This design comes from an exercise in tuning for small area and a short achievable clock period on the open sky130 flow, not from production work.
At most, simulation tests tie the RTL to the original design; equivalence was not proved.
For runs 1 to 6, only the layout was checked, not whether the RTL still works.
In every run shown here, the design's own scripts or RTL, not TritonCTS, make the clock network.
The flow treats the clock pin as an ideal source. Dropping or thinning the clock tree relies on that and would not hold on a real chip.
Power and IR drop assume default switching activity.

## config.mk

```make
export PLATFORM = sky130hd
export DESIGN_NAME = strawman_rx_fsm
export DESIGN_NICKNAME = strawman_rx_fsm
export VERILOG_FILES = /design/flow/design.v
export SDC_FILE = /design/flow/constraint.sdc
export NUM_CORES = 4
export LEC_CHECK = 0
export CAP_MARGIN = 20
export CORE_MARGIN = 2
export CORE_UTILIZATION = 40
export SETUP_SLACK_MARGIN = 2.85
export SLEW_MARGIN = 20
```

## constraint.sdc

```tcl
create_clock -name core_clock -period 5.0 [get_ports {clk}]
set_input_delay 1.0000 -clock core_clock [delete_from_list [all_inputs] [get_ports {clk}]]
set_output_delay 1.0000 -clock core_clock [all_outputs]
set_load 0.01 [all_outputs]
```

## design.v

```verilog
module strawman_rx_fsm #(
  parameter int DATA_LINE_WIDTH = 40,
  parameter int WORD_SIZE       = 32,
  parameter int TIMEOUT_CYCLES  = 64
) (
  input  logic                       clk,
  input  logic                       rst,
  input  logic [DATA_LINE_WIDTH-1:0] i_flit,
  input  logic                       i_flit_valid,
  output logic [1075:0]              o_protocol_bus,
  output logic                       o_valid,
  input  logic                       i_ready,
  output logic                       o_err,
  output logic                       o_overflow,
  output logic                       o_busy
);
  if (DATA_LINE_WIDTH != 40 || WORD_SIZE != 32 || TIMEOUT_CYCLES < 1) begin : g_bad_cfg
    $error("strawman_rx_fsm: unsupported parameter set");
  end
  logic r_ex, r_dat, r_done, r_busy;
  logic r_valid, r_err, r_ovf;
  logic        rx_mode;
  logic [2:0]  rx_cmd, rx_len;
  logic        rx_azero;           
  logic [31:0] rx_addr;
  logic [5:0]  rx_f1, rx_f2;
  logic [1023:0] rx_data;
  logic [31:0] r_sel;             
  logic        ob_mode;
  logic [2:0]  ob_cmd, ob_len;
  logic [31:0] ob_addr;
  logic [5:0]  ob_f1, ob_f2;
  logic [1023:0] ob_data;
  logic w_hdr, w_bad, w_good, w_last, w_dwe, w_exwe, w_load, w_hold;
  logic [2:0] h_cmd, h_len;
  logic h_mode;
  assign h_mode = i_flit[0];
  assign h_cmd  = i_flit[4:2];
  assign h_len  = i_flit[7:5];
  assign w_hdr  = !r_busy && i_flit_valid && i_flit[1];
  assign w_bad  = h_cmd > 3'd2 || h_len > 3'd5;
  assign w_good = w_hdr && !w_bad;
  always_comb begin
    case (rx_len)
      3'd0:    w_last = r_sel[0];
      3'd1:    w_last = r_sel[1];
      3'd2:    w_last = r_sel[3];
      3'd3:    w_last = r_sel[7];
      3'd4:    w_last = r_sel[15];
      default: w_last = r_sel[31];
    endcase
  end
  assign w_dwe  = r_dat && i_flit_valid;
  assign w_exwe = r_ex && i_flit_valid;
  assign w_load = r_done && (!r_valid || i_ready);
  assign w_hold = r_valid && !i_ready;
  always_ff @(posedge clk) begin
    if (rst) begin
      r_ex    <= 1'b0;
      r_dat   <= 1'b0;
      r_done  <= 1'b0;
      r_busy  <= 1'b0;
      r_valid <= 1'b0;
      r_err   <= 1'b0;
      r_ovf   <= 1'b0;
    end else begin
      r_ex    <= w_good ? (h_mode && h_cmd != 3'd2) : (r_ex && !i_flit_valid);
      r_dat   <= w_good ? (h_cmd != 3'd0 && !(h_mode && h_cmd != 3'd2)) :
                 w_exwe ? (rx_cmd != 3'd0) : (r_dat && !(i_flit_valid && w_last));
      r_done  <= w_good ? (!h_mode && h_cmd == 3'd0) :
                 (w_exwe && rx_cmd == 3'd0) || (w_dwe && w_last);
      r_busy  <= w_good || (r_busy && !r_done);
      r_valid <= w_load || w_hold;
      r_err   <= w_hdr && w_bad;
      if (r_done && !w_load) r_ovf <= 1'b1;
    end
  end
  always_ff @(posedge clk) begin
    if (!r_busy) begin
      rx_mode  <= h_mode;
      rx_cmd   <= h_cmd;
      rx_len   <= h_len;
      rx_azero <= h_mode || h_cmd == 3'd2;
      rx_f1    <= i_flit[13:8];
      rx_f2    <= i_flit[19:14];
      rx_addr  <= i_flit[39:8];
      r_sel    <= 32'h1;
    end else begin
      if (w_exwe) begin
        rx_addr  <= i_flit[31:0];
        rx_azero <= 1'b0;
      end
      if (w_dwe) r_sel <= {r_sel[30:0], 1'b0};
    end
  end
  for (genvar k = 0; k < 32; k++) begin : g_word
    logic w_sel, w_we;
    assign w_sel = r_dat && r_sel[k];
    assign w_we  = w_sel && i_flit_valid;
    always_ff @(posedge clk)
      rx_data[32*k +: 32] <= (i_flit[31:0] & {32{w_we}}) | (rx_data[32*k +: 32] & {32{r_dat}});
  end
  always_ff @(posedge clk) begin
    ob_mode <= (rx_mode & w_load) | (ob_mode & w_hold);
    ob_cmd  <= (rx_cmd & {3{w_load}}) | (ob_cmd & {3{w_hold}});
    ob_len  <= (rx_len & {3{w_load}}) | (ob_len & {3{w_hold}});
    ob_addr <= (rx_addr & {32{w_load && !rx_azero}}) | (ob_addr & {32{w_hold}});
    ob_f1   <= (rx_f1 & {6{w_load && rx_mode}}) | (ob_f1 & {6{w_hold}});
    ob_f2   <= (rx_f2 & {6{w_load && rx_mode}}) | (ob_f2 & {6{w_hold}});
    ob_data <= (rx_data & {1024{w_load}}) | (ob_data & {1024{w_hold}});
  end
  assign o_protocol_bus = {ob_f2, ob_f1, ob_data, ob_addr, ob_len, ob_cmd, 1'b1, ob_mode};
  assign o_valid    = r_valid;
  assign o_err      = r_err;
  assign o_overflow = r_ovf;
  assign o_busy     = r_busy;
endmodule
```

## flow/run.sh

```bash
#!/bin/bash
cp standard.sh standard.sh.txt
export BUFFER_PORTS_ARGS="-buffer_cell sky130_fd_sc_hd__buf_2"
export PRE_CTS_TCL="$(pwd)/flow/cts_hook.tcl"
export MCTS_REGIONS=4
export MCTS_CLUSTER=30
bash standard.sh MATCH_CELL_FOOTPRINT=0 finish > standard.log 2>&1
```

## flow/cts_hook.tcl

```tcl
source [file join [file dirname [info script]] mcts.tcl]
mcts_build $::env(MCTS_REGIONS) $::env(MCTS_CLUSTER)
set_propagated_clock [all_clocks]
rename clock_tree_synthesis orfs_clock_tree_synthesis_unused
proc clock_tree_synthesis { args } {
  puts "clock tree built by cts_hook.tcl; TritonCTS not run"
}
```

## flow/mcts.tcl

```tcl
# Manual two-level clock tree: the clock port drives NQ root clkbuf_16 (one per region),
# each root drives the clkbuf_16 leaf buffers of its region, each leaf drives about CS flip-flops.
proc mcts_centroid { its } {
  set sx 0; set sy 0
  foreach it $its {
    set b [[$it getInst] getBBox]
    set sx [expr {$sx + ([$b xMin]+[$b xMax])/2}]
    set sy [expr {$sy + ([$b yMin]+[$b yMax])/2}]
  }
  set n [llength $its]
  return [list [expr {$sx/$n}] [expr {$sy/$n}]]
}
proc mcts_xy { it } {
  set b [[$it getInst] getBBox]
  return [list [expr {([$b xMin]+[$b xMax])/2}] [expr {([$b yMin]+[$b yMax])/2}]]
}
# split items (list of {x y payload}) into k groups of equal count, in strips along x then y
proc mcts_grid { items k } {
  set n [llength $items]
  set kx [expr {max(1, int(round(sqrt($k))))}]
  set ky [expr {max(1, int(ceil(double($k)/$kx)))}]
  set byx [lsort -real -index 0 $items]
  set groups {}
  set per [expr {double($n)/$kx}]
  for {set i 0} {$i < $kx} {incr i} {
    set a [expr {int(round($i*$per))}]; set b [expr {int(round(($i+1)*$per))-1}]
    set strip [lsort -real -index 1 [lrange $byx $a $b]]
    set m [llength $strip]
    set per2 [expr {double($m)/$ky}]
    for {set j 0} {$j < $ky} {incr j} {
      set c [expr {int(round($j*$per2))}]; set d [expr {int(round(($j+1)*$per2))-1}]
      set g [lrange $strip $c $d]
      if {[llength $g]} { lappend groups $g }
    }
  }
  return $groups
}
proc mcts_build { nq cs } {
  set block [ord::get_db_block]
  set db [ord::get_db]
  set master [$db findMaster sky130_fd_sc_hd__clkbuf_16]
  set clk [$block findNet clk]
  set items {}
  foreach it [$clk getITerms] {
    if {[[$it getMTerm] getIoType] ne "INPUT"} continue
    lassign [mcts_xy $it] x y
    lappend items [list $x $y $it]
  }
  set regions [mcts_grid $items $nq]
  set r 0
  foreach reg $regions {
    set nl [expr {max(1, int(round(double([llength $reg])/$cs)))}]
    set clusters [mcts_grid $reg $nl]
    set rnet [odb::dbNet_create $block "clknet_r$r"]
    $rnet setSigType CLOCK
    set rinst [odb::dbInst_create $block $master "clkbuf_r$r"]
    set lx 0; set ly 0; set l 0
    foreach cl $clusters {
      set its {}
      foreach e $cl { lappend its [lindex $e 2] }
      lassign [mcts_centroid $its] cx cy
      set lnet [odb::dbNet_create $block "clknet_r${r}_l$l"]
      $lnet setSigType CLOCK
      set linst [odb::dbInst_create $block $master "clkbuf_r${r}_l$l"]
      $linst setLocation [expr {int($cx)}] [expr {int($cy)}]
      $linst setPlacementStatus PLACED
      [$linst findITerm A] connect $rnet
      [$linst findITerm X] connect $lnet
      foreach it $its { $it disconnect; $it connect $lnet }
      set lx [expr {$lx + $cx}]; set ly [expr {$ly + $cy}]
      incr l
    }
    $rinst setLocation [expr {int($lx/$l)}] [expr {int($ly/$l)}]
    $rinst setPlacementStatus PLACED
    [$rinst findITerm A] connect $clk
    [$rinst findITerm X] connect $rnet
    puts "mcts: region $r: [llength $reg] sinks, $l leaves"
    incr r
  }
}
```

## standard.sh

```bash
#!/bin/bash
# synth_recipe.tcl (not shown) runs the flow's synth.tcl, then flattens the netlist and writes it again
# the make line also repeats each setting of config.mk as NAME=value (left out here)
make -C /OpenROAD-flow-scripts/flow DESIGN_CONFIG=/design/flow/config.mk WORK_HOME=/design/flow/orfs CLKGATE_MAP_FILE= SYNTH_SCRIPT=/design/flow/synth_recipe.tcl "${@:-finish}"
```

==> results of run 1 <==
==> per-stage QoR <==
step	setup WS, ns	power, W	util	instance area [µm²]
final	2.822	0.02640	0.4561	76190
after floorplan	2.873	0.01823	-	67240
after CTS	2.787	0.02646	0.4548	75970
after detailed placement	1.530	0.01862	0.4380	73170
after global placement	1.527	0.01862	0.4380	73160
after global routing	2.792	0.02706	0.4561	76180
==> logic make-up (layout without fill, tap and decap cells) <==
logic type / after synthesis / after routing / share of synthesized area
AO/OA/AOI/OAI: 2141 / 2141 / 0.2769
multiplexers: 34 / 34 / 0.005843
flip-flops: 2190 / 2190 / 0.6598
other: 1 / 8 / 0.00005577
buffers and inverters: 632 / 1317 / 0.05015
AND/OR/NAND/NOR: 97 / 99 / 0.007332
==> synth_stat cells (7+ instances only) <==
cell type and n:
nand2_1 12, buf_2 181, and3_1 33, buf_4 41
a22o_1 2098, edfxtp_1 52, buf_6 72, nor2_1 39
mux2_2 32, a21oi_1 35, buf_1 53, buf_8 7
clkbuf_1 276, dfxtp_1 2138
==> timing repair <==
item                                     CTS  global route
buffers inserted                          10             6
endpoints found under the setup margin  1974           668
gates cloned                              15             1
resized for setup                         77            54
pin swaps                                  0             0
==> path summary, 6_finish.rpt <==
path                                             end                  from  cells after the start
worst min-delay path              ob_addr[0]$_DFF_P_  rx_addr[0]$_DFFE_PP_                      1
worst max register to register  ob_data[238]$_DFF_P_     r_done$_SDFF_PP0_                      5
worst max-delay path            ob_data[238]$_DFF_P_               i_ready                      8
worst min register to register    ob_addr[0]$_DFF_P_  rx_addr[0]$_DFFE_PP_                      1
==> sequential cells by signal, summed over array words and instances, names as in the netlist, 6 cells and up <==
signal	count
ob_data	1024
ob_f2	6
ob_f1	6
ob_addr	32
r_sel	32
rx_f2	6
rx_addr	32
rx_data	1024
rx_f1	6
==> routing by layer <==
layer	up-vias	routed length (µm)	part of all wire
li1	20590	-	-
met1	24110	99820	0.41
met2	1924	114100	0.47
met3	377	16530	0.069
met4	0	10750	0.045
met5	-	0	0
==> worst max-delay path: stages <==
cell	delay (ns)
buf_2	0.12
nor2b_4	0.05
buf_4	0.14
nor2b_4	0.23
buf_12	0.19
buf_16	0.26
buf_8	0.41
a22o_1	0.19
==> final cells by class <==
| class | instances | area, µm² |
|---|---|---|
| Timing Repair Buffer | 1231 | 7297 |
| Buffer | 84 | 2102 |
| Sequential cell | 2190 | 44400 |
| Multi-Input combinational cell | 2275 | 19610 |
| Inverter | 2 | 8.758 |
| Fill cell | 15230 | 90840 |
| Tap cell | 2204 | 2758 |
| Antenna cell | 7 | 17.52 |
==> power by group through the flow <==
stage	registers (W)	logic, W	clock network, W
after floorplan	0.0180	0.000277	0
after global placement	0.0180	0.000655	0
after detailed placement	0.0180	0.000653	0
after CTS	0.0176	0.000678	0.00822
after global routing	0.0176	0.000690	0.00880
final	0.0176	0.000687	0.00815
==> flow_metrics.py, run 1 <==
metrics = {
    "global_routing": {
        "use_met1": 0.3406,
        "grt_use_met2": 0.4316,
        "grt_pass1_vias": 42500,
        "use_met3": 0.04679,
        "track_usage": 0.2611,
        "grt_pass1_wl_um": 333400,
        "grt_antenna_before_repair": 18,
        "busiest_layer": "met2",
        "grt_max_degree": 169,
        "grt_overflow": 0,
    },
    "floorplanning": {
        "rows": 150,
        "start_util": 0.4026,
        "fp.dieArea_mm2": 0.1714,
        "die_x_um": 414,
        "ios": 1124,
        "core_area_mm2": 0.1670,
        "die_h_um": 414,
    },
    "layout": {
        "mostFrequentLayoutCell": "dfxtp_1",
        "nets": 5828,
        "layoutNonFillerInstCount": 7993,
        "drive_gt1_frac": 0.2416,
        "final_cell_mix": "dfxtp_1, a22o_1, buf_2",
        "area_growth_pct": 13.31,
    },
    "placed_design": {
        "dp_cells": 7870,
        "gp_congestion": 0.8029,
        "port_buffers": 1122,
        "dpl.hpwl_um": 138100,
    },
    "sta": {
        "fin_tns_setup_ns": 0,
        "hold_viol": 0,
        "worst_hold_slack_ns": 0.4588,
        "period_share": 0.4355,
        "max_freq_mhz": 459.2,
        "slew_viol_final": 0,
        "slew_headroom": 0.2084,
        "finalSetupViolCount": 0,
        "rsz0062_at_grt": "yes",
        "fin_skew_ns": 0.02559,
        "tightest_slew_ns": 1.187,
        "finalCriticalPeriod_ns": 2.178,
    },
    "power_and_ir_drop": {
        "max-vdd-ir-drop_mv": 0.3629,
        "powerDensity_mw_per_mm2": 346.5,
        "p_clk_frac": 0.309,
        "p_comb_frac": 0.026,
        "seqPwrFrac": 0.665,
        "p_int_w": 0.02062,
        "switching_power_w": 0.005783,
        "p_leak_nw": 32.61,
        "sw_frac_of_total": 0.2190,
    },
    "detailed_routing": {
        "firstDrtPassIters": 5,
        "vias": 47000,
        "drc": 0,
        "wl_per_cell_um": 30.17,
        "ant_nets": 0,
        "drtIter0Drc": 5027,
        "wirelength_um": 241200,
        "viasPerCell": 5.880,
    },
    "yosys": {
        "syn_nets": 5139,
        "netlist_instances": 5095,
        "synth_area_leader_cell": "dfxtp_1",
        "synth.avg_cell_area_um2": 13.20,
        "synthArstFlopShare": 0,
        "synth-edff-count": 52,
        "synth-seq-cells": 2190,
        "ys_top_cells_by_area": "dfxtp_1, a22o_1, edfxtp_1, clkbuf_1, buf_2",
        "ys.flop_type": "dfxtp_1",
        "yosysSeqAreaShare": 0.6598,
        "yosys_warnings": 1,
        "ys_types": 36,
        "yosys.area.top_type_share": 0.6365,
        "syn_area_mm2": 0.06724,
    },
    "cts": {
        "clk_pin_slew_ns": 0.11,
        "cts_hold_buf": 0,
        "worstSkewPairLatency_ns": 0.58,
    },
    "critical_path": {
        "cp.arrival_ns": 2.70,
        "worstPathRequired_ns": 5.52,
        "end_kind": "flop",
        "cp_max_fo": 64,
        "r2r_setup_slack_ns": 2.96,
        "critPathLaunchType": "primary input",
        "critical_path_class": "in2reg",
    },
    "status": {
        "status": "no timing/DRC/antenna violations",
    },
    "min_path": {
        "worstHoldPathType": "reg2reg",
    },
    "flow_run": {
        "drv_cap": 0,
    },
}
==> run 2: changes to the inputs <==
--- a/flow/run.sh
+++ b/flow/run.sh
@@ -4,4 +4,6 @@
 export PRE_CTS_TCL="$(pwd)/flow/cts_hook.tcl"
 export MCTS_REGIONS=4
 export MCTS_CLUSTER=30
+export PRE_RESIZE_TCL="$(pwd)/flow/resize_hook.tcl"
+export MAX_FANOUT_LIMIT=24
 bash standard.sh MATCH_CELL_FOOTPRINT=0 finish > standard.log 2>&1
==> flow/resize_hook.tcl (new file) <==
# PRE_RESIZE hook: limit fanout, so that repair_design builds buffer trees for the
# high-fanout control nets (the output register's load and hold, the receive buffer's
# keep and word enables) instead of long chains of large buffers.
set_max_fanout $::env(MAX_FANOUT_LIMIT) [current_design]
==> run 2 against run 1 <==
First-iteration DRC count is 2.3% higher. Total power is 0.35% higher. Routed wire length is 7.2% higher. Area after synthesis stayed put. Via count is 4.2% higher. Critical path depth is 4 lower. Largest cell class unchanged.
==> flow_metrics.py, run 2 <==
metrics = {
    "sta": {
        "fin_ws_ns": 2.826,
        "period_share": 0.4348,
        "finalSetupViolCount": 0,
        "slew_headroom": 0.2656,
        "fin_skew_ns": 0.02572,
        "tightest_slew_ns": 1.102,
        "hold_viol": 0,
        "max_freq_mhz": 460.0,
        "finalCriticalPeriod_ns": 2.174,
        "slew_viol_final": 0,
        "rsz0062_at_grt": "yes",
    },
    "min_path": {
        "holdPathStages": 1,
        "worstHoldPathType": "reg2reg",
    },
    "placed_design": {
        "dp_cells": 8074,
        "pre_cts_slack_ns": -2.654,
        "dpl.hpwl_um": 165800,
        "dpl_cell_area_mm2": 0.07503,
        "gp_congestion": 0.8029,
        "port_buffers": 1122,
    },
    "yosys": {
        "yosys.area.top_type_share": 0.6365,
        "ys_top_cells_by_area": "dfxtp_1, a22o_1, edfxtp_1, clkbuf_1, buf_2",
        "yosys_warnings": 1,
        "ys_types": 36,
        "synth_area_leader_cell": "dfxtp_1",
        "synth_common_cells": "dfxtp_1, a22o_1, clkbuf_1",
        "ys.flop_type": "dfxtp_1",
        "synth-seq-cells": 2190,
        "synth-edff-count": 52,
        "syn_area_mm2": 0.06724,
        "synth.most_common_cell": "dfxtp_1",
        "synth.avg_cell_area_um2": 13.20,
        "synthArstFlopShare": 0,
        "netlist_instances": 5095,
        "yosysSeqAreaShare": 0.6598,
        "syn_nets": 5139,
    },
    "critical_path": {
        "crit_path_frequent_cell": "buf_4",
        "cp.arrival_ns": 2.68,
        "reg2regPathDepth": 6,
        "cp_max_fo": 24,
        "critical_path_class": "in2reg",
        "critPathLaunchType": "primary input",
        "worstPathRequired_ns": 5.51,
        "end_kind": "flop",
        "critical_path_depth": 4,
        "critical_path.max_stage_delay_ns": 0.81,
        "cpLargestDelayFamily": "buffers and inverters",
        "slowest_stage": "buf_4",
        "crit_chain": "buf_4 -> buf_4 -> buf_4 -> a22o_1",
        "cp_num_buf_inv": 3,
    },
    "power_and_ir_drop": {
        "p_leak_nw": 34.10,
        "powerDensity_mw_per_mm2": 337.8,
        "max-vdd-ir-drop_mv": 0.3643,
    },
    "cts": {
        "clk_pin_slew_ns": 0.10,
        "cts_hold_buf": 0,
        "worstSkewPairLatency_ns": 0.58,
    },
    "layout": {
        "reg_top3": "ob_data (1024), rx_data (1024)",
        "nets": 6047,
        "fin_area_mm2": 0.07844,
        "area_growth_pct": 16.65,
        "drive_gt1_frac": 0.2670,
        "layoutNonFillerInstCount": 8210,
        "final_cell_mix": "dfxtp_1, a22o_1, buf_2",
        "mostFrequentLayoutCell": "dfxtp_1",
    },
    "flow_run": {
        "drv_cap": 0,
    },
    "global_routing": {
        "grt_max_degree": 29,
        "track_usage": 0.2795,
        "grt_overflow": 0,
        "grt_pass1_wl_um": 352600,
        "grt_pass1_vias": 44230,
        "grt_antenna_before_repair": 16,
    },
    "detailed_routing": {
        "viasPerCell": 5.965,
        "wl_per_cell_um": 31.50,
        "ant_nets": 0,
        "firstDrtPassIters": 5,
        "wirelength_um": 258600,
        "drc": 0,
        "vias": 48970,
        "drtIter0Drc": 5141,
    },
    "floorplanning": {
        "die_x_um": 414,
        "start_util": 0.4026,
        "die_h_um": 414,
        "core_area_mm2": 0.1670,
        "ios": 1124,
        "fp.dieArea_mm2": 0.1714,
        "rows": 150,
    },
    "status": {
        "status": "no timing/DRC/antenna violations",
    },
}
## run 2: cell counts after synthesis
No cell type changed its count.
## run 2: layer usage
metal | global-route usage | share of wire
met1 | 0.3599 | 0.40
met3 | 0.05261 | 0.076
met4 | 0.1184 | 0.050
met5 | 0 | 0.00010
met2 | 0.4591 | 0.47
## run 2: logic make-up after synthesis
logic type | after synthesis | share of synthesized area
AO/OA/AOI/OAI | 2141 | 0.2769
buffers and inverters | 632 | 0.05015
flip-flops | 2190 | 0.6598
multiplexers | 34 | 0.005843
other | 1 | 0.00005577
AND/OR/NAND/NOR | 97 | 0.007332
## run 2: path summary, 6_finish.rpt
kind | startpoint | to | slack (ns)
setup / recovery | i_flit[11] | rx_data[459]$_DFF_P_ | 2.83
hold / removal | rx_f2[1]$_DFFE_PN_ | ob_f2[1]$_DFF_P_ | 0.47
setup reg to reg | r_dat$_SDFF_PP0_ | rx_data[536]$_DFF_P_ | 2.90
hold reg to reg | rx_f2[1]$_DFFE_PN_ | ob_f2[1]$_DFF_P_ | 0.47
## run 2: area by class of cell
cell class | instances | area [µm²]
Antenna cell | 5 | 12.51
Buffer | 84 | 2102
Fill cell | 15130 | 88600
Inverter | 2 | 8.758
Multi-Input combinational cell | 2274 | 19590
Sequential cell | 2190 | 44400
Tap cell | 2204 | 2758
Timing Repair Buffer | 1451 | 9563
## run 2: timing repair
item,CTS,global route
setup endpoints to repair,2204,1623
pin swaps,1,1
setup buffers,14,14
resized for setup,660,290
gates cloned,9,10
## run 2: power by group
part	internal, W	switching, W	leakage, nW
Sequential	0.0175	0.0000159	17.8
Combinational	0.000124	0.000655	15.3
Clock	0.00299	0.00517	1.04
Total	0.0207	0.00584	34.1
## run 2: stage by stage
stage | total power [W] | hold slack, ns | TNS [ns] | utilization
after floorplan | 0.01823 | 0.4276 | 0 | -
after global placement | 0.01862 | 0.4345 | 0 | 0.4380
after detailed placement | 0.01871 | 0.4401 | -1267.30 | 0.4492
after CTS | 0.02654 | 0.4603 | 0 | 0.4647
after global routing | 0.02712 | 0.4779 | 0 | 0.4695
final | 0.02649 | 0.4653 | 0 | 0.4696
==> run 3: changes to the inputs <==
--- a/flow/run.sh
+++ b/flow/run.sh
@@ -5,5 +5,5 @@
 export MCTS_REGIONS=4
 export MCTS_CLUSTER=30
 export PRE_RESIZE_TCL="$(pwd)/flow/resize_hook.tcl"
-export MAX_FANOUT_LIMIT=24
+export MAX_FANOUT_LIMIT=32
 bash standard.sh MATCH_CELL_FOOTPRINT=0 finish > standard.log 2>&1
--- a/config.mk
+++ b/config.mk
@@ -8,5 +8,5 @@
 export CAP_MARGIN = 20
 export CORE_MARGIN = 2
 export CORE_UTILIZATION = 40
-export SETUP_SLACK_MARGIN = 2.85
+export SETUP_SLACK_MARGIN = 2.8
 export SLEW_MARGIN = 20
==> run 3 against run 2 <==
Clock skew rose by 0.0090 ns. Sequential power barely moved. Synthesized cell count did not move. Combinational power fell by 4.0%.
==> flow_metrics.py, run 3 <==
metrics = {
    "layout": {
        "reg_top3": "ob_data (1024), rx_data (1024)",
        "mostFrequentLayoutCell": "dfxtp_1",
        "nets": 5987,
        "area_growth_pct": 15.41,
        "fin_area_mm2": 0.07760,
        "drive_gt1_frac": 0.2575,
        "layoutNonFillerInstCount": 8155,
        "final_cell_mix": "dfxtp_1, a22o_1, buf_2",
    },
    "power_and_ir_drop": {
        "powerDensity_mw_per_mm2": 341.2,
        "p_leak_nw": 33.57,
        "max-vdd-ir-drop_mv": 0.3654,
    },
    "critical_path": {
        "cp.arrival_ns": 1.20,
        "critical_path_class": "reg2out",
        "slowest_stage": "dfxtp_4",
        "end_kind": "primary output",
        "cp_max_fo": 8,
        "worstPathRequired_ns": 4.00,
        "critPathLaunchType": "flop",
        "critical_path.max_stage_delay_ns": 0.46,
        "crit_chain": "buf_2",
        "cp_num_buf_inv": 1,
        "cpLargestDelayFamily": "flip-flops",
    },
    "yosys": {
        "syn_area_mm2": 0.06724,
        "synth-seq-cells": 2190,
        "synth_common_cells": "dfxtp_1, a22o_1, clkbuf_1",
        "synth.avg_cell_area_um2": 13.20,
        "netlist_instances": 5095,
        "yosys_warnings": 1,
        "ys_top_cells_by_area": "dfxtp_1, a22o_1, edfxtp_1, clkbuf_1, buf_2",
        "synthArstFlopShare": 0,
        "synth.most_common_cell": "dfxtp_1",
        "synth_area_leader_cell": "dfxtp_1",
        "synth-edff-count": 52,
        "syn_nets": 5139,
        "ys_types": 36,
        "yosys.area.top_type_share": 0.6365,
        "ys.flop_type": "dfxtp_1",
        "yosysSeqAreaShare": 0.6598,
    },
    "placed_design": {
        "port_buffers": 1122,
        "dp_cells": 8018,
        "dpl.hpwl_um": 157200,
        "gp_congestion": 0.8029,
        "dpl_cell_area_mm2": 0.07408,
    },
    "detailed_routing": {
        "wl_per_cell_um": 31.03,
        "drtIter0Drc": 4913,
        "vias": 48110,
        "viasPerCell": 5.899,
        "drc": 0,
        "wirelength_um": 253000,
        "ant_nets": 0,
        "firstDrtPassIters": 5,
    },
    "cts": {
        "worstSkewPairLatency_ns": 0.59,
        "cts_hold_buf": 0,
        "clk_pin_slew_ns": 0.12,
    },
    "global_routing": {
        "grt_pass1_wl_um": 349700,
        "grt_antenna_before_repair": 22,
        "track_usage": 0.2757,
        "grt_pass1_vias": 44060,
        "grt_overflow": 0,
        "grt_max_degree": 33,
    },
    "sta": {
        "tightest_slew_ns": 1.135,
        "finalCriticalPeriod_ns": 2.198,
        "slew_headroom": 0.2430,
        "max_freq_mhz": 455.0,
        "slew_viol_final": 0,
        "rsz0062_at_grt": "yes",
        "hold_viol": 0,
        "finalSetupViolCount": 0,
        "fin_skew_ns": 0.03472,
        "period_share": 0.4396,
        "fin_tns_setup_ns": 0,
    },
    "flow_run": {
        "drv_cap": 0,
    },
    "status": {
        "status": "no timing/DRC/antenna violations",
    },
    "floorplanning": {
        "die_x_um": 414,
        "fp.dieArea_mm2": 0.1714,
        "die_h_um": 414,
        "core_area_mm2": 0.1670,
        "rows": 150,
        "start_util": 0.4026,
        "ios": 1124,
    },
    "min_path": {
        "worstHoldPathType": "reg2reg",
    },
}
==> run 3: changes by cell type in the layout (fill, tap and decap cells not counted), sizes merged <==
cell and change:
buf -20, clkdlybuf4s50 +1, dlymetal6s2s -10, clkbuf -32, nor2b +1, diode +5
==> run 3: through the flow <==
| stage | worst slack [ns] | hold slack [ns] | util | power (W) |
|---|---|---|---|---|
| after global placement | 1.527 | 0.4345 | 0.4380 | 0.01862 |
| after CTS | 2.639 | 0.4629 | 0.4622 | 0.02652 |
| final | 2.802 | 0.4608 | 0.4646 | 0.02647 |
| after detailed placement | -1.400 | 0.4399 | 0.4435 | 0.01868 |
| after floorplan | 2.873 | 0.4276 | - | 0.01823 |
| after global routing | 2.788 | 0.4767 | 0.4645 | 0.02715 |
==> run 3: layout make-up <==
cell class | instances | area (µm²)
fill | 15130 | 89430
timing repair buffer | 1390 | 8767
multi-input combinational | 2275 | 19570
inverter | 2 | 8.758
antenna | 10 | 25.02
buffer | 84 | 2102
sequential | 2190 | 44370
tap | 2204 | 2758
==> run 3: final timing paths <==
kind | depth (start not counted) | end | startpoint | slack, ns
setup / recovery | 1 | o_busy | r_busy$_SDFF_PP0_ | 2.80
hold / removal | 1 | ob_addr[1]$_DFF_P_ | rx_addr[1]$_DFFE_PP_ | 0.46
setup reg to reg | 6 | rx_data[522]$_DFF_P_ | r_dat$_SDFF_PP0_ | 2.85
hold reg to reg | 1 | ob_addr[1]$_DFF_P_ | rx_addr[1]$_DFFE_PP_ | 0.46
==> run 3: cells by family after synthesis <==
kind of cell / synth area share
AO/OA/AOI/OAI: 0.2769
buffers and inverters: 0.05015
flip-flops: 0.6598
multiplexers: 0.005843
other: 0.00005577
AND/OR/NAND/NOR: 0.007332
==> run 3: power by group <==
group / switching, W / leakage (nW) / internal [W] / total, W
sequential: 0.0000174 / 17.8 / 0.0175 / 0.0176
combinational: 0.000638 / 14.8 / 0.000110 / 0.000748
clock: 0.00518 / 1.04 / 0.00299 / 0.00816
total: 0.00583 / 33.6 / 0.0206 / 0.0265
==> run 3: metal layers <==
layer / up-vias / global-route usage / part of all wire
li1: 20940 / - / -
met1: 24740 / 0.3542 / 0.41
met5: - / 0 / 0.00015
met4: 6 / 0.1174 / 0.050
met3: 406 / 0.05294 / 0.072
met2: 2017 / 0.4529 / 0.47
==> run 3: repair_timing <==
action	4_1_cts	5_1_grt
setup endpoints to repair	2158	1318
hold endpoints to repair	0	0
pin swaps	0	0
gates resized for setup	332	64
cloned	14	5
setup buffers	11	13
==> run 4: changes to the inputs <==
--- a/design.v
+++ b/design.v
@@ -21,11 +21,10 @@
   logic r_valid, r_err, r_ovf;
   logic        rx_mode;
   logic [2:0]  rx_cmd, rx_len;
-  logic        rx_azero;           
   logic [31:0] rx_addr;
   logic [5:0]  rx_f1, rx_f2;
   logic [1023:0] rx_data;
-  logic [31:0] r_sel;             
+  logic [4:0]  r_cnt;
   logic        ob_mode;
   logic [2:0]  ob_cmd, ob_len;
   logic [31:0] ob_addr;
@@ -40,16 +39,7 @@
   assign w_hdr  = !r_busy && i_flit_valid && i_flit[1];
   assign w_bad  = h_cmd > 3'd2 || h_len > 3'd5;
   assign w_good = w_hdr && !w_bad;
-  always_comb begin
-    case (rx_len)
-      3'd0:    w_last = r_sel[0];
-      3'd1:    w_last = r_sel[1];
-      3'd2:    w_last = r_sel[3];
-      3'd3:    w_last = r_sel[7];
-      3'd4:    w_last = r_sel[15];
-      default: w_last = r_sel[31];
-    endcase
-  end
+  assign w_last = r_cnt == 5'((6'd1 << rx_len) - 6'd1);
   assign w_dwe  = r_dat && i_flit_valid;
   assign w_exwe = r_ex && i_flit_valid;
   assign w_load = r_done && (!r_valid || i_ready);
@@ -80,22 +70,18 @@
       rx_mode  <= h_mode;
       rx_cmd   <= h_cmd;
       rx_len   <= h_len;
-      rx_azero <= h_mode || h_cmd == 3'd2;
       rx_f1    <= i_flit[13:8];
       rx_f2    <= i_flit[19:14];
       rx_addr  <= i_flit[39:8];
-      r_sel    <= 32'h1;
+      r_cnt    <= 5'd0;
     end else begin
-      if (w_exwe) begin
-        rx_addr  <= i_flit[31:0];
-        rx_azero <= 1'b0;
-      end
-      if (w_dwe) r_sel <= {r_sel[30:0], 1'b0};
+      if (w_exwe) rx_addr <= i_flit[31:0];
+      if (w_dwe) r_cnt <= r_cnt + 5'd1;
     end
   end
   for (genvar k = 0; k < 32; k++) begin : g_word
     logic w_sel, w_we;
-    assign w_sel = r_dat && r_sel[k];
+    assign w_sel = r_dat && r_cnt == 5'(k);
     assign w_we  = w_sel && i_flit_valid;
     always_ff @(posedge clk)
       rx_data[32*k +: 32] <= (i_flit[31:0] & {32{w_we}}) | (rx_data[32*k +: 32] & {32{r_dat}});
@@ -104,7 +90,7 @@
     ob_mode <= (rx_mode & w_load) | (ob_mode & w_hold);
     ob_cmd  <= (rx_cmd & {3{w_load}}) | (ob_cmd & {3{w_hold}});
     ob_len  <= (rx_len & {3{w_load}}) | (ob_len & {3{w_hold}});
-    ob_addr <= (rx_addr & {32{w_load && !rx_azero}}) | (ob_addr & {32{w_hold}});
+    ob_addr <= (rx_addr & {32{w_load && rx_cmd != 3'd2}}) | (ob_addr & {32{w_hold}});
     ob_f1   <= (rx_f1 & {6{w_load && rx_mode}}) | (ob_f1 & {6{w_hold}});
     ob_f2   <= (rx_f2 & {6{w_load && rx_mode}}) | (ob_f2 & {6{w_hold}});
     ob_data <= (rx_data & {1024{w_load}}) | (ob_data & {1024{w_hold}});
==> flow/run.sh (replaced) <==
#!/bin/bash
cp standard.sh standard.sh.txt
export BUFFER_PORTS_ARGS="-buffer_cell sky130_fd_sc_hd__buf_2"
export PRE_CTS_TCL="$(pwd)/flow/cts_hook.tcl"
export MCTS_REGIONS=4
export MCTS_CLUSTER=30
bash standard.sh MATCH_CELL_FOOTPRINT=0 finish > standard.log 2>&1
removed: flow/resize_hook.tcl
==> run 4 against run 3 <==
Die area fell by 2.0%. First-iteration DRC count rose by 1.6%. Clock power fell by 1%. Routed wire length fell by 2.8%. Area after synthesis fell by 2.0%. Setup slack got worse by 0.022 ns. Hold slack improved by 0.00092 ns. Maximum frequency fell by 0.98%. Final area fell by 1.9%. Critical path type unchanged. Largest power group unchanged. Highest routed layer is now met4.
==> flow_metrics.py, run 4 <==
metrics = {
    "cts": {
        "worstSkewPairLatency_ns": 0.58,
        "clk_pin_slew_ns": 0.12,
    },
    "floorplanning": {
        "core_area_mm2": 0.1631,
        "die_x_um": 409.9,
        "fp.dieArea_mm2": 0.1680,
        "die_h_um": 409.9,
        "rows": 148,
        "start_util": 0.4039,
        "ios": 1124,
    },
    "detailed_routing": {
        "vias": 46870,
        "wl_per_cell_um": 30.97,
        "drc": 0,
        "viasPerCell": 5.905,
        "ant_nets": 0,
        "wirelength_um": 245800,
        "drtIter0Drc": 4991,
        "firstDrtPassIters": 5,
    },
    "critical_path": {
        "worstPathRequired_ns": 4.00,
        "reg2regPathDepth": 6,
        "critical_path_class": "reg2out",
        "reg2reg_to": "r_done$_SDFF_PP0_",
        "cp.arrival_ns": 1.22,
        "cp_max_fo": 2,
        "r2r_setup_slack_ns": 2.87,
        "critPathLaunchType": "flop",
        "end_kind": "primary output",
        "crit_end": "o_busy",
        "rr_startpoint": "rx_len[1]$_DFFE_PN_",
        "critPathLaunch": "r_busy$_SDFF_PP0_",
    },
    "sta": {
        "finalSetupViolCount": 0,
        "slew_headroom": 0.2240,
        "worst_hold_slack_ns": 0.4617,
        "period_share": 0.4439,
        "rsz0062_at_grt": "yes",
        "finalCriticalPeriod_ns": 2.220,
        "fin_ws_ns": 2.780,
        "fin_skew_ns": 0.03061,
        "fin_tns_setup_ns": 0,
        "tightest_slew_ns": 1.164,
        "hold_viol": 0,
        "max_freq_mhz": 450.5,
        "slew_viol_final": 0,
    },
    "power_and_ir_drop": {
        "powerDensity_mw_per_mm2": 344.4,
        "max-vdd-ir-drop_mv": 0.3443,
        "p_comb_frac": 0.030,
        "sw_frac_of_total": 0.2207,
        "p_leak_nw": 32.53,
        "seqPwrFrac": 0.662,
        "p_int_w": 0.02042,
        "p_clk_frac": 0.308,
        "switching_power_w": 0.005784,
    },
    "yosys": {
        "syn_area_mm2": 0.06589,
        "yosysSeqAreaShare": 0.6647,
        "synth_fa_ha_area_frac": 0.001329,
        "synthArstFlopShare": 0,
        "synth-edff-count": 51,
        "ys_top_cells_by_area": "dfxtp_1, a22o_1, edfxtp_1, clkbuf_1, buf_2",
        "ys_types": 49,
        "synth_area_leader_cell": "dfxtp_1",
        "netlist_instances": 5025,
        "synth-simple-area-share": 0.007083,
        "synth.avg_cell_area_um2": 13.11,
        "synth_mux_area_frac": 0.005469,
        "synth_common_cells": "dfxtp_1, a22o_1, clkbuf_1",
        "syn_nets": 5076,
        "synth-seq-cells": 2162,
        "synth_xor_area_frac": 0.0009305,
        "ys.flop_type": "dfxtp_1",
        "yosys_warnings": 1,
        "yosys.area.top_type_share": 0.6414,
        "synth_top_family_by_area": "compound AO/OA/AOI/OAI gates",
        "synth_compound_area_frac": 0.2814,
        "synth.most_common_cell": "dfxtp_1",
    },
    "layout": {
        "nets": 5813,
        "drive_gt1_frac": 0.2491,
        "reg_top3": "ob_data (1024), rx_data (1024)",
        "area_growth_pct": 15.49,
        "final_cell_mix": "a22o_1, dfxtp_1, buf_2",
    },
    "global_routing": {
        "grt_pass1_vias": 42680,
        "grt_use_met2": 0.4265,
        "use_met1": 0.3689,
        "use_met3": 0.05421,
        "track_usage": 0.2714,
        "busiest_layer": "met2",
        "grt_pass1_wl_um": 335900,
        "grt_antenna_before_repair": 5,
        "grt_overflow": 0,
        "grt_max_degree": 203,
    },
    "placed_design": {
        "port_buffers": 1122,
        "gp_congestion": 0.7908,
        "dpl.hpwl_um": 140000,
        "pre_cts_slack_ns": 1.461,
    },
    "flow_run": {
        "drv_cap": 0,
    },
    "min_path": {
        "worstHoldPathType": "reg2reg",
    },
    "status": {
        "status": "no timing/DRC/antenna violations",
    },
}
## run 4: cell type report
| cell class | count | area [µm²] |
|---|---|---|
| diodes | 2 | 5.005 |
| plain buffers | 84 | 2102 |
| fillers | 14900 | 87050 |
| inverters | 7 | 26.28 |
| multi-input cells | 2258 | 19870 |
| flip-flops and latches | 2162 | 43830 |
| well taps | 2175 | 2721 |
| repair buffers | 1249 | 7535 |
## run 4: timing repair
action,CTS,global route
hold buffers,0,0
endpoints found under the setup margin,2068,1428
buffers inserted,28,4
cloned,24,6
gates resized for setup,144,36
pin swaps,8,5
## run 4: cells by family after synthesis
logic type,count (synthesis)
AO/OA/AOI/OAI,2119
XOR/XNOR,7
buffers and inverters,613
adder cells (fa/ha/maj),7
multiplexers,32
AND/OR/NAND/NOR,84
other,1
flip-flops,2162
## run 4: metal layers
layer  up-vias  share of wire
li1      20510              -
met1     24140           0.43
met2      1880           0.45
met3       338          0.075
met4         0          0.044
met5         -              0
## run 4: worst max-delay path, stage by stage (launching register included)
cell and delay [ns]:
dfxtp_4 0.37, buf_12 0.13, buf_8 0.13
## run 4: how the worst min path moves through the flow
stage | start | slack [ns] | depth (start not counted) | end
3_3_place_gp | rx_addr[5]$_DFFE_PP_ | 0.44 | 1 | ob_addr[5]$_DFF_P_
5_1_grt | rx_addr[22]$_DFFE_PP_ | 0.48 | 1 | ob_addr[22]$_DFF_P_
3_5_place_dp | rx_addr[22]$_DFFE_PP_ | 0.44 | 1 | ob_addr[22]$_DFF_P_
6_report | rx_data[844]$_DFF_P_ | 0.46 | 1 | ob_data[844]$_DFF_P_
2_1_floorplan | ob_mode$_DFF_P_ | 0.43 | 1 | ob_mode$_DFF_P_
4_1_cts | rx_data[844]$_DFF_P_ | 0.45 | 1 | ob_data[844]$_DFF_P_
## run 4: stage by stage
stage | std cells | utilization | total power [W] | cell area (µm²)
5_1_grt | 7935 | 0.4664 | 0.02689 | 76090
2_1_floorplan | 5025 | - | 0.01806 | 65890
4_1_cts | 7925 | 0.4645 | 0.02629 | 75790
3_5_place_dp | 7789 | 0.4446 | 0.01847 | 72530
3_3_place_gp | 7789 | 0.4446 | 0.01847 | 72530
6_report | 7937 | 0.4664 | 0.02621 | 76090
## run 4: power groups by stage
| stage | Clock [W] | Combinational (W) | Sequential [W] |
|---|---|---|---|
| floorplan | 0 | 0.000326 | 0.0177 |
| global placement | 0 | 0.000722 | 0.0177 |
| detailed placement | 0 | 0.000726 | 0.0177 |
| CTS | 0.00817 | 0.000782 | 0.0173 |
| global route | 0.00873 | 0.000808 | 0.0174 |
| finish | 0.00807 | 0.000796 | 0.0173 |
==> run 5: changes to the inputs <==
--- a/config.mk
+++ b/config.mk
@@ -8,5 +8,5 @@
 export CAP_MARGIN = 20
 export CORE_MARGIN = 2
 export CORE_UTILIZATION = 40
-export SETUP_SLACK_MARGIN = 2.8
+export SETUP_SLACK_MARGIN = 2.85
 export SLEW_MARGIN = 20
==> run 5 against run 4 <==
Die area stayed put. Sequential share of layout area is 0.14 points higher. Sequential power barely moved. Synthesized cell count unchanged. Register-to-register slack worse by 0.02 ns. Via count about the same. First-iteration DRC count shrank 0.84%. Utilization fell by 0.091 points. Critical path depth did not move. Routed wire length shrank 0.86%. Flip-flop and latch count is the same.
==> flow_metrics.py, run 5 <==
metrics = {
    "sta": {
        "slew_headroom": 0.2170,
        "period_share": 0.4354,
        "fin_ws_ns": 2.823,
        "max_freq_mhz": 459.3,
        "hold_viol": 0,
        "fin_skew_ns": 0.03150,
        "finalCriticalPeriod_ns": 2.177,
        "finalSetupViolCount": 0,
        "tightest_slew_ns": 1.175,
        "fin_tns_setup_ns": 0,
        "slew_viol_final": 0,
        "rsz0062_at_grt": "yes",
    },
    "yosys": {
        "yosys_warnings": 1,
        "netlist_instances": 5025,
        "yosysSeqAreaShare": 0.6647,
        "synth_area_leader_cell": "dfxtp_1",
        "synth-edff-count": 51,
        "synth.avg_cell_area_um2": 13.11,
        "ys.flop_type": "dfxtp_1",
        "ys_types": 49,
        "ys_top_cells_by_area": "dfxtp_1, a22o_1, edfxtp_1, clkbuf_1, buf_2",
        "synthArstFlopShare": 0,
        "synth-seq-cells": 2162,
        "synth_common_cells": "dfxtp_1, a22o_1, clkbuf_1",
        "synth.most_common_cell": "dfxtp_1",
        "yosys.area.top_type_share": 0.6414,
        "syn_nets": 5076,
        "syn_area_mm2": 0.06589,
    },
    "min_path": {
        "worstHoldPathType": "reg2reg",
        "whs_endpoint": "ob_addr[19]$_DFF_P_",
        "hold_start": "rx_addr[19]$_DFFE_PP_",
        "holdPathStages": 1,
    },
    "critical_path": {
        "reg2reg_to": "r_done$_SDFF_PP0_",
        "reg2regPathDepth": 6,
        "rr_startpoint": "rx_len[2]$_DFFE_PN_",
        "cp_max_fo": 2,
        "critPathLaunch": "r_busy$_SDFF_PP0_",
        "end_kind": "primary output",
        "critical_path_class": "reg2out",
        "r2r_setup_slack_ns": 2.85,
        "worstPathRequired_ns": 4.00,
        "cp.arrival_ns": 1.18,
        "critPathLaunchType": "flop",
    },
    "layout": {
        "nets": 5788,
        "mostFrequentLayoutCell": "a22o_1",
        "drive_gt1_frac": 0.2483,
        "reg_top3": "ob_data (1024), rx_data (1024)",
        "area_growth_pct": 15.26,
        "final_cell_mix": "a22o_1, dfxtp_1, buf_2",
        "postLayoutCoreUtil": 0.4655,
    },
    "power_and_ir_drop": {
        "max-vdd-ir-drop_mv": 0.3745,
        "switching_power_w": 0.005786,
        "p_leak_nw": 32.39,
        "p_comb_frac": 0.030,
        "sw_frac_of_total": 0.2208,
        "seqPwrFrac": 0.662,
        "p_clk_frac": 0.308,
        "p_int_w": 0.02042,
        "powerDensity_mw_per_mm2": 345.1,
    },
    "placed_design": {
        "pre_cts_slack_ns": 1.839,
        "dpl.hpwl_um": 139800,
        "gp_congestion": 0.8191,
        "port_buffers": 1122,
    },
    "detailed_routing": {
        "wl_per_cell_um": 30.79,
        "firstDrtPassIters": 6,
        "vias": 46910,
        "drc": 0,
        "drtIter0Drc": 4949,
        "ant_nets": 0,
        "wirelength_um": 243700,
        "viasPerCell": 5.927,
    },
    "global_routing": {
        "track_usage": 0.2665,
        "grt_pass1_vias": 42370,
        "grt_antenna_before_repair": 18,
        "grt_pass1_wl_um": 331300,
        "grt_max_degree": 156,
        "grt_overflow": 0,
    },
    "cts": {
        "cts_hold_buf": 0,
        "clk_pin_slew_ns": 0.11,
        "worstSkewPairLatency_ns": 0.58,
    },
    "flow_run": {
        "drv_cap": 0,
    },
    "floorplanning": {
        "ios": 1124,
        "die_x_um": 409.9,
        "die_h_um": 409.9,
        "core_area_mm2": 0.1631,
        "fp.dieArea_mm2": 0.1680,
        "start_util": 0.4039,
        "rows": 148,
    },
    "status": {
        "status": "no timing/DRC/antenna violations",
    },
}
run 5: repair_timing:
item | CTS | global route
pin swaps | 11 | 5
gates resized for setup | 133 | 67
setup endpoints to repair | 2093 | 1691
cloned | 14 | 6
buffers inserted | 16 | 5
run 5: worst max-delay path by stage:
stage	to	slack, ns
after global routing	o_busy	2.78
after CTS	o_busy	2.79
after detailed placement	rx_data[50]$_DFF_P_	1.84
after floorplan	ob_data[396]$_DFF_P_	2.82
after global placement	rx_data[38]$_DFF_P_	1.85
final	o_busy	2.82
run 5: cells by family (layout without fill, tap and decap cells):
logic type | Yosys count | count (layout) | share of synthesized area
fa+ha+maj | 7 | 7 | 0.001329
mux | 32 | 32 | 0.005469
buf+inv | 613 | 1317 | 0.03912
other cells | 1 | 5 | 0.00005692
flops | 2162 | 2162 | 0.6647
simple gates | 84 | 90 | 0.007083
compound gates | 2119 | 2119 | 0.2814
xor+xnor | 7 | 7 | 0.0009305
run 5: layout make-up:
cell class | instances | area, µm²
buffer | 84 | 2102
sequential | 2162 | 43850
tap | 2175 | 2721
timing repair buffer | 1226 | 7346
antenna | 4 | 10.01
inverter | 7 | 26.28
fill | 14780 | 87200
multi-input combinational | 2256 | 19890
run 5: power groups by stage:
stage,Sequential [W],Clock [W],Combinational [W]
after floorplan,0.0177,0,0.000326
after global placement,0.0177,0,0.000721
after detailed placement,0.0177,0,0.000722
after CTS,0.0173,0.00815,0.000769
after global routing,0.0174,0.00872,0.000794
final,0.0173,0.00808,0.000787
run 5: per-stage QoR:
stage / total power [W] / cells / hold slack, ns / cell area, µm²
2_1_floorplan: 0.01806 / 5025 / 0.4278 / 65900
3_3_place_gp: 0.01847 / 7785 / 0.4378 / 72560
3_5_place_dp: 0.01847 / 7785 / 0.4421 / 72560
4_1_cts: 0.02627 / 7899 / 0.4658 / 75560
5_1_grt: 0.02687 / 7910 / 0.4758 / 75930
6_report: 0.02621 / 7914 / 0.4628 / 75940
run 5: routing by layer:
layer	wire length [µm]	up-vias	GRT usage
met3	18080	341	0.04816
met4	10770	8	0.09597
met5	49	-	0
met2	112000	1929	0.4272
li1	-	20460	-
met1	102800	24170	0.3594
run 5: worst max-delay path, stage by stage, from the launching register on:
cell and delay, ns:
dfxtp_4 0.37, buf_12 0.13, buf_6 0.11
==> run 6: changes to the inputs <==
==> flow/run.sh (replaced) <==
#!/bin/bash
cp standard.sh standard.sh.txt
export BUFFER_PORTS_ARGS="-buffer_cell sky130_fd_sc_hd__buf_2"
export PRE_CTS_TCL="$(pwd)/flow/cts_hook.tcl"
export MCTS_REGIONS=4
export MCTS_CLUSTER=24
export MCTS_MIDS=4
bash standard.sh MATCH_CELL_FOOTPRINT=0 finish > standard.log 2>&1
==> flow/cts_hook.tcl (replaced) <==
source [file join [file dirname [info script]] mcts.tcl]
mcts_build $::env(MCTS_REGIONS) $::env(MCTS_CLUSTER) [expr {[info exists ::env(MCTS_MIDS)] ? $::env(MCTS_MIDS) : 1}]
set_propagated_clock [all_clocks]
rename clock_tree_synthesis orfs_clock_tree_synthesis_unused
proc clock_tree_synthesis { args } {
  puts "clock tree built by cts_hook.tcl; TritonCTS not run"
}
--- a/flow/mcts.tcl
+++ b/flow/mcts.tcl
@@ -35,7 +35,7 @@
   }
   return $groups
 }
-proc mcts_build { nq cs } {
+proc mcts_build { nq cs {nm 1} } {
   set block [ord::get_db_block]
   set db [ord::get_db]
   set master [$db findMaster sky130_fd_sc_hd__clkbuf_16]
@@ -74,7 +74,33 @@
     $rinst setPlacementStatus PLACED
     [$rinst findITerm A] connect $clk
     [$rinst findITerm X] connect $rnet
+    if {$nm > 1} { mcts_midlevel $block $master $rnet $nm "r$r" }
     puts "mcts: region $r: [llength $reg] sinks, $l leaves"
     incr r
   }
 }
+
+# Put NM mid buffers between a root net and the leaf buffers it drives.
+proc mcts_midlevel { block master rnet nm tag } {
+  set items {}
+  foreach it [$rnet getITerms] {
+    if {[[$it getMTerm] getIoType] ne "INPUT"} continue
+    lassign [mcts_xy $it] x y
+    lappend items [list $x $y $it]
+  }
+  set m 0
+  foreach g [mcts_grid $items $nm] {
+    set its {}
+    foreach e $g { lappend its [lindex $e 2] }
+    lassign [mcts_centroid $its] cx cy
+    set mnet [odb::dbNet_create $block "clknet_${tag}_m$m"]
+    $mnet setSigType CLOCK
+    set minst [odb::dbInst_create $block $master "clkbuf_${tag}_m$m"]
+    $minst setLocation [expr {int($cx)}] [expr {int($cy)}]
+    $minst setPlacementStatus PLACED
+    foreach it $its { $it disconnect; $it connect $mnet }
+    [$minst findITerm A] connect $rnet
+    [$minst findITerm X] connect $mnet
+    incr m
+  }
+}
==> run 6 against run 5 <==
Still clean. Sequential share of layout area fell by 0.72 points. Area after synthesis unchanged. Flip-flop and latch count stayed put. Maximum frequency increased by 0.46%. Clock power increased by 21%. Critical endpoint unchanged. Largest cell class unchanged. Highest routed layer unchanged.
==> flow_metrics.py, run 6 <==
metrics = {
    "layout": {
        "reg_top3": "ob_data (1024), rx_data (1024)",
        "fillers": 14700,
        "final_cell_mix": "a22o_1, dfxtp_1, buf_2",
        "nets": 5829,
        "postLayoutCoreUtil": 0.4712,
        "mostFrequentLayoutCell": "a22o_1",
        "drive_gt1_frac": 0.2519,
        "area_growth_pct": 16.68,
        "fin_area_mm2": 0.07688,
    },
    "placed_design": {
        "gp_congestion": 0.8191,
        "dpl.hpwl_um": 139800,
        "port_buffers": 1122,
        "dpl_cell_area_mm2": 0.07256,
    },
    "floorplanning": {
        "fp.dieArea_mm2": 0.1680,
        "die_x_um": 409.9,
        "rows": 148,
        "ios": 1124,
        "core_area_mm2": 0.1631,
        "start_util": 0.4039,
        "die_h_um": 409.9,
    },
    "detailed_routing": {
        "viasPerCell": 5.947,
        "wl_per_cell_um": 30.92,
        "firstDrtPassIters": 5,
        "drc": 0,
        "drtIter0Drc": 5097,
        "vias": 47290,
        "wirelength_um": 245900,
        "ant_nets": 0,
    },
    "global_routing": {
        "grt_max_degree": 156,
        "grt_antenna_before_repair": 18,
        "grt_pass1_wl_um": 334600,
        "grt_overflow": 0,
        "track_usage": 0.2693,
        "grt_pass1_vias": 42980,
    },
    "critical_path": {
        "cpLargestDelayFamily": "flip-flops",
        "crit_chain": "buf_12 -> buf_6",
        "slowest_stage": "dfxtp_4",
        "end_kind": "primary output",
        "cp_max_fo": 2,
        "critPathLaunchType": "flop",
        "critical_path.max_stage_delay_ns": 0.36,
        "critical_path_class": "reg2out",
        "cp_num_buf_inv": 2,
        "cp.arrival_ns": 1.17,
        "worstPathRequired_ns": 4.00,
    },
    "yosys": {
        "synth.avg_cell_area_um2": 13.11,
        "netlist_instances": 5025,
        "syn_nets": 5076,
        "synthArstFlopShare": 0,
        "yosysSeqAreaShare": 0.6647,
        "ys_types": 49,
        "ys_top_cells_by_area": "dfxtp_1, a22o_1, edfxtp_1, clkbuf_1, buf_2",
        "ys.flop_type": "dfxtp_1",
        "syn_area_mm2": 0.06589,
        "synth_area_leader_cell": "dfxtp_1",
        "synth-seq-cells": 2162,
        "synth.most_common_cell": "dfxtp_1",
        "yosys.area.top_type_share": 0.6414,
        "yosys_warnings": 1,
        "synth-edff-count": 51,
        "synth_common_cells": "dfxtp_1, a22o_1, clkbuf_1",
    },
    "power_and_ir_drop": {
        "finalPower_w": 0.02788,
        "powerDensity_mw_per_mm2": 362.6,
        "max-vdd-ir-drop_mv": 0.3132,
        "p_leak_nw": 32.87,
    },
    "sta": {
        "rsz0062_at_grt": "yes",
        "period_share": 0.4334,
        "max_freq_mhz": 461.5,
        "hold_viol": 0,
        "tightest_slew_ns": 1.166,
        "finalCriticalPeriod_ns": 2.167,
        "finalSetupViolCount": 0,
        "slew_viol_final": 0,
        "fin_tns_setup_ns": 0,
        "worst_hold_slack_ns": 0.4518,
        "fin_skew_ns": 0.03373,
        "slew_headroom": 0.2225,
    },
    "min_path": {
        "worstHoldPathType": "reg2reg",
    },
    "flow_run": {
        "drv_cap": 0,
    },
    "cts": {
        "worstSkewPairLatency_ns": 0.57,
        "clk_pin_slew_ns": 0.09,
    },
    "status": {
        "status": "no timing/DRC/antenna violations",
    },
}
[run 6: cell counts after synthesis]
No cell type changed its count.
[run 6: timing repair]
item | in CTS | in global routing
gates resized for setup | 123 | 43
buffers inserted | 18 | 4
hold buffers | 0 | 0
setup endpoints to repair | 2075 | 1527
pin swaps | 11 | 5
cloned | 15 | 9
[run 6: power breakdown]
| part | internal, W | total (W) | switching, W |
|---|---|---|---|
| clock network | 0.00431 | 0.00975 | 0.00544 |
| logic | 0.000116 | 0.000789 | 0.000672 |
| registers | 0.0173 | 0.0173 | 0.0000255 |
| total | 0.0217 | 0.0279 | 0.00614 |
[run 6: per-stage QoR]
| step | setup slack, ns | std cells |
|---|---|---|
| 4_1_cts | 2.811 | 7938 |
| 6_report | 2.833 | 7953 |
| 5_1_grt | 2.764 | 7951 |
| 2_1_floorplan | 2.819 | 5025 |
| 3_3_place_gp | 1.853 | 7785 |
| 3_5_place_dp | 1.839 | 7785 |
[run 6: layout make-up]
| type | instances | area, µm² | share of cell area |
|---|---|---|---|
| Tap cell | 2175 | 2721 | 0.03540 |
| Sequential cell | 2162 | 43830 | 0.5702 |
| Buffer | 120 | 3003 | 0.03906 |
| Timing Repair Buffer | 1231 | 7398 | 0.09624 |
| Multi-Input combinational cell | 2256 | 19890 | 0.2587 |
| Inverter | 7 | 26.28 | 0.0003418 |
| Antenna cell | 2 | 5.005 | 0.00006510 |
[run 6: path summary, 6_finish.rpt]
| check | from | to | slack, ns | depth (start not counted) |
|---|---|---|---|---|
| setup / recovery | r_busy$_SDFF_PP0_ | o_busy | 2.83 | 2 |
| hold / removal | rx_addr[19]$_DFFE_PP_ | ob_addr[19]$_DFF_P_ | 0.45 | 1 |
| setup reg to reg | rx_len[2]$_DFFE_PN_ | r_done$_SDFF_PP0_ | 2.86 | 6 |
| hold reg to reg | rx_addr[19]$_DFFE_PP_ | ob_addr[19]$_DFF_P_ | 0.45 | 1 |
[run 6: kinds of logic after synthesis]
kind of cell             after synthesis  share of synthesized area
XOR/XNOR                               7                  0.0009305
flip-flops                          2162                     0.6647
multiplexers                          32                   0.005469
adder cells (fa/ha/maj)                7                   0.001329
AO/OA/AOI/OAI                       2119                     0.2814
other                                  1                 0.00005692
AND/OR/NAND/NOR                       84                   0.007083
buffers and inverters                613                    0.03912
[run 6: layer usage]
| layer | GRT usage | vias up | share of wire |
|---|---|---|---|
| met5 | 0 | - | 0.00014 |
| met4 | 0.1008 | 6 | 0.045 |
| met3 | 0.05349 | 382 | 0.078 |
| met2 | 0.4296 | 2029 | 0.46 |
| met1 | 0.3604 | 24340 | 0.42 |
| li1 | - | 20540 | - |
==> run 7: changes to the inputs <==
--- a/design.v
+++ b/design.v
@@ -21,6 +21,7 @@
   logic r_valid, r_err, r_ovf;
   logic        rx_mode;
   logic [2:0]  rx_cmd, rx_len;
+  logic        rx_azero;           
   logic [31:0] rx_addr;
   logic [5:0]  rx_f1, rx_f2;
   logic [1023:0] rx_data;
@@ -66,16 +67,20 @@
     end
   end
   always_ff @(posedge clk) begin
-    if (!r_busy) begin
+    if (w_good) begin
       rx_mode  <= h_mode;
       rx_cmd   <= h_cmd;
       rx_len   <= h_len;
+      rx_azero <= h_mode || h_cmd == 3'd2;
       rx_f1    <= i_flit[13:8];
       rx_f2    <= i_flit[19:14];
       rx_addr  <= i_flit[39:8];
       r_cnt    <= 5'd0;
     end else begin
-      if (w_exwe) rx_addr <= i_flit[31:0];
+      if (w_exwe) begin
+        rx_addr  <= i_flit[31:0];
+        rx_azero <= 1'b0;
+      end
       if (w_dwe) r_cnt <= r_cnt + 5'd1;
     end
   end
@@ -90,7 +95,7 @@
     ob_mode <= (rx_mode & w_load) | (ob_mode & w_hold);
     ob_cmd  <= (rx_cmd & {3{w_load}}) | (ob_cmd & {3{w_hold}});
     ob_len  <= (rx_len & {3{w_load}}) | (ob_len & {3{w_hold}});
-    ob_addr <= (rx_addr & {32{w_load && rx_cmd != 3'd2}}) | (ob_addr & {32{w_hold}});
+    ob_addr <= (rx_addr & {32{w_load && !rx_azero}}) | (ob_addr & {32{w_hold}});
     ob_f1   <= (rx_f1 & {6{w_load && rx_mode}}) | (ob_f1 & {6{w_hold}});
     ob_f2   <= (rx_f2 & {6{w_load && rx_mode}}) | (ob_f2 & {6{w_hold}});
     ob_data <= (rx_data & {1024{w_load}}) | (ob_data & {1024{w_hold}});
--- a/config.mk
+++ b/config.mk
@@ -8,5 +8,5 @@
 export CAP_MARGIN = 20
 export CORE_MARGIN = 2
 export CORE_UTILIZATION = 40
-export SETUP_SLACK_MARGIN = 2.85
+export SETUP_SLACK_MARGIN = 2.8
 export SLEW_MARGIN = 20
==> run 7 against run 6 <==
Still clean. Clock skew up 0.0059 ns. Via count up 0.87%. Sequential share of layout area down 0.088 points. Register-to-register slack worse by 0.09 ns. Die area up 0.59%. Hold slack worse by 0.00093 ns. Area after synthesis up 0.59%. Clock power about the same. Global-route usage up 0.26 points. Critical endpoint is now ob_data[884]$_DFF_P_. Largest cell class unchanged.
==> flow_metrics.py, run 7 <==
metrics = {
    "status": {
        "status": "no timing/DRC/antenna violations",
    },
    "floorplanning": {
        "core_area_mm2": 0.1648,
        "rows": 149,
        "fp.dieArea_mm2": 0.1690,
        "die_h_um": 411.1,
        "start_util": 0.4022,
        "ios": 1124,
        "die_x_um": 411.1,
    },
    "cts": {
        "clk_pin_slew_ns": 0.09,
        "worstSkewPairLatency_ns": 0.57,
    },
    "sta": {
        "fin_tns_setup_ns": 0,
        "max_freq_mhz": 447.1,
        "finalSetupViolCount": 0,
        "worst_hold_slack_ns": 0.4509,
        "finalCriticalPeriod_ns": 2.237,
        "period_share": 0.4473,
        "fin_ws_ns": 2.763,
        "hold_viol": 0,
        "tightest_slew_ns": 1.161,
        "fin_skew_ns": 0.03965,
        "slew_headroom": 0.2259,
        "rsz0062_at_grt": "yes",
        "slew_viol_final": 0,
    },
    "critical_path": {
        "crit_chain": "buf_2 -> nor2b_4 -> buf_4 -> nor2b_4 -> buf_12 -> buf_4 -> a22o_1",
        "end_kind": "flop",
        "worstPathRequired_ns": 5.51,
        "reg2regPathDepth": 4,
        "cpLargestDelayFamily": "buffers and inverters",
        "cp_max_fo": 81,
        "slowest_stage": "buf_4",
        "critical_path_class": "in2reg",
        "cp.arrival_ns": 2.74,
        "critical_path.max_stage_delay_ns": 0.75,
        "critical_path_depth": 7,
        "critPathLaunchType": "primary input",
        "cp_num_buf_inv": 4,
    },
    "placed_design": {
        "port_buffers": 1122,
        "pre_cts_slack_ns": 1.701,
        "gp_congestion": 0.8090,
        "dpl.hpwl_um": 141900,
        "dp_cells": 7874,
    },
    "global_routing": {
        "grt_pass1_wl_um": 339600,
        "grt_antenna_before_repair": 9,
        "track_usage": 0.2719,
        "grt_overflow": 0,
        "grt_pass1_vias": 43750,
        "grt_max_degree": 210,
    },
    "detailed_routing": {
        "wl_per_cell_um": 30.51,
        "viasPerCell": 5.916,
        "wirelength_um": 246000,
        "firstDrtPassIters": 5,
        "drtIter0Drc": 4717,
        "drc": 0,
        "vias": 47710,
        "ant_nets": 0,
    },
    "yosys": {
        "syn_nets": 5133,
        "yosys_warnings": 1,
        "synth_common_cells": "dfxtp_1, a22o_1, clkbuf_1",
        "synthArstFlopShare": 0,
        "ys.flop_type": "dfxtp_1",
        "ys_top_cells_by_area": "dfxtp_1, a22o_1, edfxtp_1, clkbuf_1, buf_2",
        "synth_area_leader_cell": "dfxtp_1",
        "synth.avg_cell_area_um2": 13.04,
        "yosysSeqAreaShare": 0.6612,
        "synth-edff-count": 52,
        "syn_area_mm2": 0.06628,
        "synth.most_common_cell": "dfxtp_1",
        "synth-seq-cells": 2163,
        "netlist_instances": 5082,
        "yosys.area.top_type_share": 0.6376,
        "ys_types": 52,
    },
    "layout": {
        "area_growth_pct": 16.16,
        "multiInputGateArea_mm2": 0.01986,
        "layoutNonFillerInstCount": 8064,
        "nets": 5926,
        "regArea_mm2": 0.04383,
        "final_cell_mix": "dfxtp_1, a22o_1, buf_2",
        "fillers": 14910,
        "reg_top3": "ob_data (1024), rx_data (1024)",
        "drive_gt1_frac": 0.2460,
        "mostFrequentLayoutCell": "dfxtp_1",
    },
    "min_path": {
        "worstHoldPathType": "reg2reg",
        "holdPathStages": 1,
    },
    "flow_run": {
        "drv_cap": 0,
    },
    "power_and_ir_drop": {
        "powerDensity_mw_per_mm2": 361.0,
        "finalPower_w": 0.02780,
        "p_leak_nw": 33.12,
        "max-vdd-ir-drop_mv": 0.3438,
    },
}
## run 7: cell count changes after synthesis, sizes merged, moves of 2 or more
cell / delta
and2: -14
clkbuf: -104
nor2: +17
or2: +2
mux2: -32
o31ai: -2
nand2: +87
and3: +2
nor3: -7
nand4: +2
buf: +98
## run 7: layer usage
metal	vias up	share of wire	GRT usage
met1	24420	0.41	0.3567
met3	395	0.089	0.06832
met5	-	0.000085	0
met2	2127	0.46	0.4326
met4	4	0.044	0.1002
li1	20760	-	-
## run 7: final timing paths
| check | end | slack [ns] | start |
|---|---|---|---|
| max | ob_data[884]$_DFF_P_ | 2.76 | i_ready |
| min | ob_addr[16]$_DFF_P_ | 0.45 | rx_addr[16]$_DFFE_PP_ |
| max reg2reg | ob_data[884]$_DFF_P_ | 2.77 | r_done$_SDFF_PP0_ |
| min reg2reg | ob_addr[16]$_DFF_P_ | 0.45 | rx_addr[16]$_DFFE_PP_ |
## run 7: where the power goes
group	switching, W	total [W]	leakage [nW]	internal, W
combinational	0.000627	0.000726	14.2	0.0000993
clock	0.00543	0.00974	1.48	0.00431
sequential	0.0000299	0.0173	17.5	0.0173
total	0.00608	0.0278	33.1	0.0217
## run 7: cell families (layout without fill, tap and decap cells)
group	count (synthesis)	count (layout)	synth area share
DFF	2163	2163	0.6612
AOI/OAI and AO/OA	2120	2120	0.2801
buffers and inverters	606	1387	0.04304
and+or+nand+nor	176	186	0.01312
xor gates and xnor gates	8	8	0.001057
adders and majority gates	7	7	0.001321
other	1	3	0.00005658
muxes	1	1	0.0001510
## run 7: layout make-up
| type | instances | area share |
|---|---|---|
| plain buffers | 120 | 0.03900 |
| flip-flops and latches | 2163 | 0.5693 |
| repair buffers | 1261 | 0.09780 |
| multi-input cells | 2323 | 0.2580 |
| inverters | 6 | 0.0002925 |
| well taps | 2189 | 0.03557 |
| diodes | 2 | 0.00006500 |
## run 7: timing repair
item / 4_1_cts / 5_1_grt
hold buffers: 0 / 0
setup endpoints to repair: 1977 / 727
cloned: 22 / 1
gates resized for setup: 61 / 20
setup buffers: 36 / 9
pin swaps: 15 / 1
## run 7: metrics by stage
| step | util | instance area, µm² |
|---|---|---|
| after floorplan | - | 66300 |
| after CTS | 0.4662 | 76830 |
| final | 0.4672 | 76990 |
| after global placement | 0.4416 | 72780 |
| after detailed placement | 0.4419 | 72830 |
| after global routing | 0.4672 | 76990 |

[port drivers added, routing unchanged]
The results above use ideal ports. As a check the final layouts listed here were re-extracted and re-timed, cells and wires unchanged. Step 1 sets driving cells, clkbuf_16 on the clock port and buf_2 on the other inputs (assumed; they add their load-dependent delay and slew). Step 2, shift: input delay + t, output delay - t, t = (earliest + latest rising clock arrival at the registers) / 2. This alone moves slack from input paths to output paths. Three values: ideal, step 1, step 2; two values: the first two.
run	t, ns	setup slack, ns	worst data-port slew with drivers (ns)
run 1	0.759	2.822 / 2.680 / 2.210	0.11
run 2	0.751	2.826 / 2.669 / 2.208	0.12
run 3	0.760	2.802 / 2.611 / 2.147	0.11
run 4	0.760	2.780 / 2.585 / 2.175	0.13
run 5	0.748	2.823 / 2.638 / 2.130	0.19
run 6	0.742	2.833 / 2.642 / 2.207	0.18
run 7	0.746	2.763 / 2.623 / 2.070	0.25
After both steps every run listed still meets setup and hold.
